Source: an optimization exercise on an open RTL-to-GDS flow (aim: small area, a short achievable clock period and few clock cycles). Production flows keep margins and buffers that such runs may drop. At most, simulation tests tie the RTL to the original design; equivalence was not proved. Power figures rest on the tool's default switching activity, not on a simulated workload.

## conv3x3_mac
module conv3x3_mac #(
   parameter bit RELU = 1'b0
) (
   input  logic         i_clk,
   input  logic         i_rstn,
   input  logic [9:0]   i_num_ci,
   input  logic         i_valid,
   output logic         o_ready,
   input  logic [143:0] i_window,
   input  logic [143:0] i_weight,
   input  logic [15:0]  i_bias,
   output logic         o_valid,
   input  logic         i_ready,
   output logic [15:0]  o_data
);
   logic       rdy_r, first_r, accept, last;
   logic [9:0] cnt;
   logic [2:0] pend;
   logic       rd, qwr;
   assign o_ready = rdy_r;
   assign accept  = i_valid & rdy_r;
   assign last    = first_r ? (i_num_ci[9:1] == 9'd0) : (cnt == 10'd1);
   always_ff @(posedge i_clk) begin
      if (!i_rstn) begin
         first_r <= 1'b1;
         pend    <= 3'd0;
         rdy_r   <= 1'b1;
      end else begin
         if (accept) begin
            first_r <= last;
            cnt     <= (first_r ? i_num_ci : cnt) - 10'd1;
         end
  ...
Settings: LEC_CHECK=0, ABC_AREA=1, CAP_MARGIN=20, CORE_MARGIN=2, CORE_UTILIZATION=40, CTS_CLUSTER_DIAMETER=60, CTS_CLUSTER_SIZE=30, SETUP_SLACK_MARGIN=4.6, SLEW_MARGIN=20, SYNTH_HIERARCHICAL=1, SYNTH_MINIMUM_KEEP_SIZE=0; clock period 8.0 ns.
standard.sh (not shown) runs the stock make flow with config.mk's settings and CLKGATE_MAP_FILE= SYNTH_SCRIPT=/design/flow/synth_recipe.tcl, a recipe that flattens the netlist after the stock synthesis.
==> flow/flow/run.sh <==
#!/bin/bash
# The standard layout (the standard.sh, standard synthesis unchanged), except that the
# buffers every input and output port gets are plain buf_1 cells instead of the delay-buffer
# cell buffer_ports picks by default; repair_timing still resizes them where timing needs it.
set -euo pipefail
export BUFFER_PORTS_ARGS="-buffer_cell sky130_fd_sc_hd__buf_1"
bash standard.sh finish > standard.log 2>&1
Testbench counts at the start, summed over its fixed seeds: cycles 45,039.
Next try:
--- a/flow/design.v
+++ b/flow/design.v
@@ -8,58 +8,74 @@
    localparam logic signed [DATA_W-1:0] SAT_MIN = 16'sh8000;
 endpackage
 module csa_fa (
    input  logic a,
    input  logic b,
    input  logic c,
    output logic s,
    output logic co
 );
    assign s  = a ^ b ^ c;
    assign co = (a & b) | (a & c) | (b & c);
 endmodule
+module booth_sel (
+   input  logic x1,
+   input  logic x0,
+   input  logic one,
+   input  logic two,
+   input  logic neg,
+   output logic p
+);
+   assign p = neg ^ ((one & x1) | (two & x0));
+endmodule
 module conv3x3_mac #(
    parameter bit RELU = 1'b0
 ) (
    input  logic         i_clk,
    input  logic         i_rstn,
    input  logic [9:0]   i_num_ci,
    input  logic         i_valid,
    output logic         o_ready,
    input  logic [143:0] i_window,
    input  logic [143:0] i_weight,
    input  logic [15:0]  i_bias,
    output logic         o_valid,
    input  logic         i_ready,
    output logic [15:0]  o_data
 );
    logic       rdy_r, first_r, accept, last;
    logic [9:0] cnt;
    logic [2:0] pend;
    logic       rd, qwr;
    assign o_ready = rdy_r;
    assign accept  = i_valid & rdy_r;
    assign last    = first_r ? (i_num_ci[9:1] == 9'd0) : (cnt == 10'd1);
+   logic [2:0] pend_inc, pend_acc;
+   logic       rdy_if_rd, rdy_if_nrd;
+   assign pend_inc   = pend + {2'b0, accept & last};
+   assign pend_acc   = pend + {2'b0, accept};
+   assign rdy_if_rd  = pend_acc <= 3'd4;
+   assign rdy_if_nrd = pend_acc < 3'd4;
    always_ff @(posedge i_clk) begin
       if (!i_rstn) begin
          first_r <= 1'b1;
          pend    <= 3'd0;
          rdy_r   <= 1'b1;
       end else begin
          if (accept) begin
             first_r <= last;
             cnt     <= (first_r ? i_num_ci : cnt) - 10'd1;
          end
-         pend  <= pend + {2'b0, accept & last} - {2'b0, rd};
-         rdy_r <= (pend + {2'b0, accept} - {2'b0, rd}) < 3'd4;
+         pend  <= rd ? pend_inc - 3'd1 : pend_inc;
+         rdy_r <= rd ? rdy_if_rd : rdy_if_nrd;
       end
    end
    logic [143:0] xr;
    logic [71:0] b1r, b2r, bnr, b1d, b2d, bnd;
    always_comb begin
       for (int k = 0; k < 9; k++) begin
          for (int j = 0; j < 8; j++) begin
             logic w2, w1, w0;
             w2 = i_weight[16*k+2*j+1];
             w1 = i_weight[16*k+2*j];
             w0 = (j == 0) ? 1'b0 : i_weight[16*k+2*j-1];
             b1d[8*k+j] = w1 ^ w0;
@@ -7985,32 +8001,34 @@
       if (!i_rstn) res_r <= 1'b0;
       else res_r <= v_t & l_t;
    end
    logic [44:0] sum;
    logic [15:0] res;
    assign sum = acc_s + acc_c;
    always_comb begin
       if (&sum[44:23] || ~|sum[44:23]) res = sum[23:8];
       else res = sum[44] ? 16'h8000 : 16'h7FFF;
       if (RELU && res[15]) res = 16'h0000;
    end
    assign qwr = res_r;
-   logic [15:0] q [4];
-   logic [2:0]  qn;
+   logic [15:0] q [4], q_rd [4], q_nrd [4];
+   logic [2:0]  qn, qn_w;
    assign rd = o_valid & i_ready;
    assign o_data = q[0];
    always_ff @(posedge i_clk) begin
       if (!i_rstn) begin
          qn      <= 3'd0;
          o_valid <= 1'b0;
       end else begin
-         qn      <= qn + {2'b0, qwr} - {2'b0, rd};
-         o_valid <= (qn + {2'b0, qwr} - {2'b0, rd}) != 3'd0;
+         qn      <= rd ? qn_w - 3'd1 : qn_w;
+         o_valid <= rd ? (qn_w != 3'd1) : (qn_w != 3'd0);
       end
+      for (int i = 0; i < 4; i++) q[i] <= rd ? q_rd[i] : q_nrd[i];
+   end
+   assign qn_w = qn + {2'b0, qwr};
+   always_comb begin
       for (int i = 0; i < 4; i++) begin
-         if (rd) begin
-            if (qwr && qn == 3'(i + 1)) q[i] <= res;
-            else if (i + 1 < 4) q[i] <= q[(i + 1) % 4];
-         end else if (qwr && qn == 3'(i)) q[i] <= res;
+         q_nrd[i] = (qwr && qn == 3'(i)) ? res : q[i];
+         q_rd[i]  = (qwr && qn == 3'(i + 1)) ? res : q[(i + 1) % 4];
       end
    end
 endmodule
Outcome:
- The changed run passed the timing, design-rule and antenna checks
- fmax is lower by 1.1%
- utilization is higher by 0.36 points
- combinational power stays flat
- global-route usage is higher by 0.29 points
- worst hold slack is about the same
- worst setup slack is worse by 39 ps
- area after synthesis hardly moves
- sequential share of layout area is lower by 0.43 points
- final area is higher by 0.91%
- routed wire length is higher by 0.71%
- non-clock buffer count is higher by 33
- clock-buffer cell count is higher by 2
The RTL of the second run of this note was laid out without a check of its function.

* * *

conv3x3_mac, a different RTL version from the one above (not shown whole).
For scale: ~7000 cells after synthesis, roughly 1100 flip-flops, ~340 I/O pins.
export LEC_CHECK = 0
export ABC_AREA = 1
export CAP_MARGIN = 20
export CORE_MARGIN = 2
export CORE_UTILIZATION = 40
export CTS_CLUSTER_DIAMETER = 60
export CTS_CLUSTER_SIZE = 30
export SETUP_SLACK_MARGIN = 4.75
export SLEW_MARGIN = 20
export SYNTH_HIERARCHICAL = 1
export SYNTH_MINIMUM_KEEP_SIZE = 0
create_clock -name core_clock -period 8.0 [get_ports {i_clk}]
Scripts as last shown in full above: flow/flow/run.sh
==> next run, changes <==
--- a/flow/design.v
+++ b/flow/design.v
@@ -8000,30 +8000,13 @@
       end
       if (!i_rstn) res_r <= 1'b0;
       else res_r <= v_t & l_t;
    end
    logic [44:0] sum;
    logic [15:0] res;
-   logic [44:0] pg_g, pg_p, cg, cp;
-   always_comb begin
-      pg_g = acc_s & acc_c;
-      pg_p = acc_s ^ acc_c;
-      cg = pg_g;
-      cp = pg_p;
-      for (int d = 1; d < 45; d = d * 2)
-         for (int i = 2 * d - 1; i < 45; i = i + 2 * d) begin
-            cg[i] = cg[i] | (cp[i] & cg[i - d]);
-            cp[i] = cp[i] & cp[i - d];
-         end
-      for (int d = 16; d >= 1; d = d / 2)
-         for (int i = 3 * d - 1; i < 45; i = i + 2 * d) begin
-            cg[i] = cg[i] | (cp[i] & cg[i - d]);
-            cp[i] = cp[i] & cp[i - d];
-         end
-      sum = pg_p ^ {cg[43:0], 1'b0};
-   end
+   assign sum = acc_s + acc_c;
    always_comb begin
       if (&sum[44:23] || ~|sum[44:23]) res = sum[23:8];
       else res = sum[44] ? 16'h8000 : 16'h7FFF;
       if (RELU && res[15]) res = 16'h0000;
    end
    assign qwr = res_r;
Outcome:
- The new run finished with timing, DRC and antenna clean
- setup slack gets better by 0.74 ns
- worst hold slack gets better by 0.033 ns
- non-clock buffer count increases by 99
- total power increases slightly
- clock-buffer cell count increases by 4
- final area increases by a few percent
- sequential power stays flat
- via count increases by a few percent
- core utilization increases by 0.96 points
- global-route usage increases by 1.2 points
- clock skew decreases by 0.0087 ns
- register-to-register slack gets better by 0.74 ns
- routed wire length increases by a little under a tenth
No functional check of the RTL was part of any run of this note.

-- port drivers added, routing unchanged --
Ports are ideal in the flow. The routed layouts listed here were re-timed in OpenROAD.
Step 1, drivers: a clkbuf_16 drives i_clk and a buf_2 each remaining input, both assumed.
Step 2 times the ports against the registers' clock, not the clock port: input delays grow and output delays shrink by t, the midpoint of the rising clock arrivals with the driver on.
Three values: no drivers, after step 1, after step 2; two values: the first two.
| run | shift t [ns] | slack for setup (ns) | worst register clock-pin slew, ns | worst slew at a driven data input, ns |
|---|---|---|---|---|
| the first run of note 1 | 0.855 | 4.547 / 4.547 / 3.994 | 0.09 / 0.09 | 0.09 |
| the second run of note 1 | 0.841 | 4.508 / 4.508 / 4.061 | 0.10 / 0.10 | 0.10 |
| the first run of note 2 | 0.845 | 3.966 / 3.966 / 3.966 | 0.10 / 0.10 | 0.08 |
| the second run of note 2 | 0.851 | 4.701 / 4.701 / 4.260 | 0.09 / 0.09 | 0.10 |
After both steps every run listed still meets setup and hold. For the first run of note 1, which loses most, drivers alone change the setup slack by 0.000 ns; drivers and shift together by -0.553 ns.
